Background: an optimization exercise with open tools, aiming at small area. Do not read the settings as production practice.
In this exercise RTL edits were held to simulation tests only and were not proved equivalent to the original.
No activity file was given, so power comes from the tool's default toggle rates.

==> flow/design.v (excerpt) <==
module alu_issue #(
    parameter int XLEN = riscv_types::XLEN
) (
    input  logic        clk,
    input  logic        rst,
    input  logic        dec_valid,
    output logic        dec_ready,
    input  logic [90:0] dec_op,
    output logic        issue_valid,
    input  logic        issue_ready,
    output logic [109:0] alu_inputs,
    output logic [4:0]  issue_rd_addr,
    output logic        issue_rd_en,
    input  logic        wb_en,
    input  logic [4:0]  wb_addr,
    input  logic [31:0] wb_data,
    input  logic        flush
);
    logic [4:0]  rs1_a, rs2_a, rd_a;
    logic        rd_en;
    logic [1:0]  src1_sel;
    logic        src2_sel;
    logic [31:0] imm, pc;
    logic        is_unsigned;
    logic [6:0]  ctrl;
    assign rs1_a       = dec_op[90:86];
    assign rs2_a       = dec_op[85:81];
    assign rd_a        = dec_op[80:76];
    assign rd_en       = dec_op[75];
    assign src1_sel    = dec_op[74:73];
    assign src2_sel    = dec_op[72];
    assign imm         = dec_op[71:40];
    assign pc          = dec_op[39:8];
    assign is_unsigned = dec_op[7];
    assign ctrl        = dec_op[6:0];
    logic [32*XLEN-1:0] rf_q;
  ...
Size in the first run: ~3000 cells after synthesis, roughly 1100 flip-flops, about 250 I/O pins, about 47000 sq um of cells after synthesis.
clock: 6.0 ns
lec_check: 0
cap_margin: 10
core_margin: 2
core_utilization: 45
setup_slack_margin: 0.1
slew_margin: 10
standard.sh (not shown) runs the stock make flow with config.mk's settings and CLKGATE_MAP_FILE= SYNTH_SCRIPT=/design/flow/synth_recipe.tcl, a recipe that flattens the netlist after the stock synthesis.
==> flow/flow/run.sh <==
#!/bin/bash
# Standard ORFS layout with these changes:
#  - synthesis maps the logic with an area-oriented ABC script (abc_area_nf.script);
#    everything else in synthesis, including the flip-flop mapping, is unchanged;
#  - the port buffers are the smallest buffer cell;
#  - clock tree synthesis uses no dummy loads and larger sink clusters.
set -euo pipefail
cd "$(dirname "$0")/.."
W=$(pwd)
rm -rf "$W/scripts_area"
cp -r "$FLOW_HOME/scripts" "$W/scripts_area"
cp "$W/flow/abc_area_nf.script" "$W/scripts_area/abc_speed.script"
SCRIPTS_DIR="$W/scripts_area" bash standard.sh synth > flow_synth.log 2>&1
export BUFFER_PORTS_ARGS="-buffer_cell sky130_fd_sc_hd__buf_1"
export CTS_ARGS="-sink_clustering_enable -repair_clock_nets -dont_use_dummy_load -buf_list sky130_fd_sc_hd__clkbuf_16 -sink_clustering_size 25 -sink_clustering_max_diameter 100"
bash standard.sh > flow_standard.log 2>&1
==> flow/flow/abc_area_nf.script <==
&get -n
&st
&syn2
&dch
&nf -R 1000 -p -F 8 -A 4
&put
Then changed:
Settings changed: CORE_UTILIZATION 45 to 60, PLACE_DENSITY from default to 0.7.
What happened: With this change the flow finished but failed the layout checks on max-capacitance violations, max-slew violations; cell area fell by 1.6%; count of clock-buffer cells in the layout drops by 2; routed wire length fell by 8.3%; die area falls by 25%; setup slack is better by 0.076 ns; area after synthesis does not change; combinational power decreases by about 3%.
Then changed:
==> flow/flow/run.sh (replaced) <==
#!/bin/bash
# Standard ORFS layout with these changes: the port buffers are the smallest
# buffer cell, and clock tree synthesis uses no dummy loads and larger sink
# clusters (fewer leaf buffers).
set -euo pipefail
cd "$(dirname "$0")/.."
export BUFFER_PORTS_ARGS="-buffer_cell sky130_fd_sc_hd__buf_1"
export CTS_ARGS="-sink_clustering_enable -repair_clock_nets -dont_use_dummy_load -buf_list sky130_fd_sc_hd__clkbuf_16 -sink_clustering_size 25 -sink_clustering_max_diameter 100"
bash standard.sh > flow_standard.log 2>&1
Settings changed: CORE_UTILIZATION 60 to 45, PLACE_DENSITY 0.7 to default.
removed: flow/flow/abc_area_nf.script
=>
- This time the run went through all stages and came out clean
- combinational power rose by about 10%
- setup slack degrades by 0.12 ns
- synthesized area grows by 6.0%
- clock-buffer cell count grows by 1
- clock skew came out lower by 0.0055 ns
- design area climbs by 4.0%
- sequential power hardly moves

* * *

alu_issue, a different RTL version from the one above (not shown whole).
Size: about 3500 cells after synthesis, ~1100 flip-flops, ~250 I/O pins, roughly 0.050 mm2 of cells after synthesis.
==> flow/config.mk <==
export PLATFORM = sky130hd
export DESIGN_NAME = alu_issue
export DESIGN_NICKNAME = alu_issue
export VERILOG_FILES = /design/flow/design.v
export SDC_FILE = /design/flow/constraint.sdc
export NUM_CORES = 4
export LEC_CHECK = 0
export CAP_MARGIN = 20
export CORE_MARGIN = 2
export CORE_UTILIZATION = 45
export SETUP_SLACK_MARGIN = 0.3
export SLEW_MARGIN = 20
==> flow/constraint.sdc <==
create_clock -name core_clock -period 6.0 [get_ports {clk}]
set_input_delay 1.2000 -clock core_clock [delete_from_list [all_inputs] [get_ports {clk}]]
set_output_delay 1.2000 -clock core_clock [all_outputs]
set_load 0.01 [all_outputs]
run.sh (not shown) runs the stock make flow with config.mk's settings and CLKGATE_MAP_FILE= SYNTH_SCRIPT=/design/flow/synth_recipe.tcl, a recipe that flattens the netlist after the stock synthesis.
Stock flow here: none of the scripts above is used.
The first run completed without violations.
Edit:
==> flow/flow/run.sh (new file) <==
#!/bin/bash
# Standard ORFS layout with two changes: the port buffers are the smallest
# buffer cell, and clock tree synthesis uses no dummy loads.
set -euo pipefail
cd "$(dirname "$0")/.."
export BUFFER_PORTS_ARGS="-buffer_cell sky130_fd_sc_hd__buf_1"
export CTS_ARGS="-sink_clustering_enable -repair_clock_nets -dont_use_dummy_load"
bash standard.sh > flow_standard.log 2>&1
==> flow/standard.sh (new file) <==
#!/bin/bash
# synth_recipe.tcl (not shown) runs the flow's synth.tcl, then flattens the netlist and writes it again
# the make line also repeats each setting of config.mk as NAME=value (left out here)
make -C /OpenROAD-flow-scripts/flow DESIGN_CONFIG=/design/flow/config.mk WORK_HOME=/design/flow/orfs CLKGATE_MAP_FILE= SYNTH_SCRIPT=/design/flow/synth_recipe.tcl "${@:-finish}"
removed: flow/run.sh
=> Sequential power goes up slightly; design area came out lower by a few percent; power is lower by roughly a tenth; synthesized area is unchanged; routed wire length decreases slightly; first-iteration DRC count goes up by roughly a tenth; critical path depth fell by 2; count of clock-buffer cells in the layout shrinks by 14; core utilization came out lower by 3.2 points; sequential cell count stays the same; register-to-register slack loses 0.29 ns.

* * *

## run A
alu_issue, a different RTL version from the one above (not shown whole).
Size: about 2800 cells after synthesis, roughly 1100 flip-flops, roughly 46000 um2 of cells after synthesis.
Settings: LEC_CHECK=0, CAP_MARGIN=10, CORE_MARGIN=2, CORE_UTILIZATION=52, SETUP_SLACK_MARGIN=0.1, SLEW_MARGIN=10; clock period 6.0 ns.
standard.sh (not shown) runs the stock make flow with config.mk's settings and CLKGATE_MAP_FILE= SYNTH_SCRIPT=/design/flow/synth_recipe.tcl, a recipe that flattens the netlist after the stock synthesis.
==> flow/flow/run.sh <==
#!/bin/bash
# Standard ORFS layout with these changes:
#  - synthesis maps the logic with an area-oriented ABC script (abc_area_nf.script);
#    everything else in synthesis, including the flip-flop mapping, is unchanged;
#  - the port buffers are the smallest buffer cell;
#  - clock tree synthesis uses no dummy loads and larger sink clusters.
set -euo pipefail
cd "$(dirname "$0")/.."
W=$(pwd)
rm -rf "$W/scripts_area"
cp -r "$FLOW_HOME/scripts" "$W/scripts_area"
cp "$W/flow/abc_area_nf.script" "$W/scripts_area/abc_speed.script"
SCRIPTS_DIR="$W/scripts_area" bash standard.sh synth > flow_synth.log 2>&1
export BUFFER_PORTS_ARGS="-buffer_cell sky130_fd_sc_hd__buf_1"
export CTS_ARGS="-sink_clustering_enable -repair_clock_nets -dont_use_dummy_load -buf_list sky130_fd_sc_hd__clkbuf_16 -sink_clustering_size 25 -sink_clustering_max_diameter 100"
bash standard.sh > flow_standard.log 2>&1
==> flow/flow/abc_area_nf.script <==
&get -n
&st
&dch
&nf -R 1000 -p
&put
Inputs modified between run A and run B:
-- flow/config.mk --
<<< run A, line 10
export CORE_UTILIZATION = 52
>>> run B, line 10
export CORE_UTILIZATION = 45
export GPL_ROUTABILITY_DRIVEN = 0
Notes after the runs:
Per the final summary, run B finished and its layout is clean on timing, DRC and antenna. Any difference in sequential power share between run A and run B is small enough to ignore. Cmp run B vs run A: routed length on met1 lower in run B. Relative to run A, largest stage delay on the critical path increased by 0.07 ns in run B. Run B — well-tap cell count 203 higher, run A as reference. Diff run B..run A | final area | negligible. On synthesis-to-finish area growth, run B and run A are neck and neck. The higher clock latency at the later pin of the worst-skew pair came out of run B. Share of cells above drive strength 1: run B lower than run A.
## Diff of input files: run C against run B
-- flow/config.mk --
<<< run B, line 11
export GPL_ROUTABILITY_DRIVEN = 0
>>> run C, line 11
## What came out
- Run C: full flow OK, the timing, design-rule and antenna checks passed
- From run B to run C the numbers moved as follows: clock skew -0.0031 ns; total inserted antenna cells decreased by 1 relative to the old numbers.
- Re met3 track demand over resource: run B was lower than run C.
- Comparing met1 capacity usage during global routing for run C and run B, the smaller number came from run B.
- Diff run B -> run C | leakage component of the power | up slightly
- Total wire length after detailed routing: run C and run B compared, lower one is run B
- Core utilization essentially unchanged between run C and run B.
- The lower number of cells in the finished layout apart from fillers came out of run B.
- Looking only at total power, and setting everything else aside, the higher value of run C and run B goes to run C.

what the ideal ports hide:
The flow's constraints put no driver on any port. The routed layouts listed below were extracted and timed again, unchanged, in two steps. Step 1, drivers: a clkbuf_16 drives clk and a buf_2 each remaining input, both assumed. Step 2 moves the port delays by t, midway between the first and last clock arrival at a register: inputs arrive t later, outputs are due t later. That takes back most of the time a late clock gives input paths. a / b / c = ideal / step 1 / step 2; a / b = the first two.
run	shift t [ns]	setup slack, ns	hold slack, ns
the first run of note 1	0.772	0.350 / 0.325 / 0.279	0.582 / 0.582 / 0.582
the second run of note 1	0.740	0.426 / 0.396 / 0.087	0.575 / 0.575 / 0.575
the third run of note 1	0.756	0.309 / 0.286 / 0.286	0.539 / 0.539 / 0.539
the first run of note 2	0.805	0.400 / 0.378 / 0.254	0.505 / 0.505 / 0.505
the second run of note 2	0.778	0.338 / 0.306 / 0.198	0.483 / 0.483 / 0.483
run A	0.704	0.309 / 0.287 / 0.287	0.610 / 0.610 / 0.610
run B	0.725	0.307 / 0.271 / 0.158	0.594 / 0.594 / 0.594
run C	0.744	0.399 / 0.348 / 0.348	0.609 / 0.601 / 0.609
For the second run of note 1, which loses most, drivers alone change the setup slack by -0.030 ns; drivers and shift together by -0.339 ns.
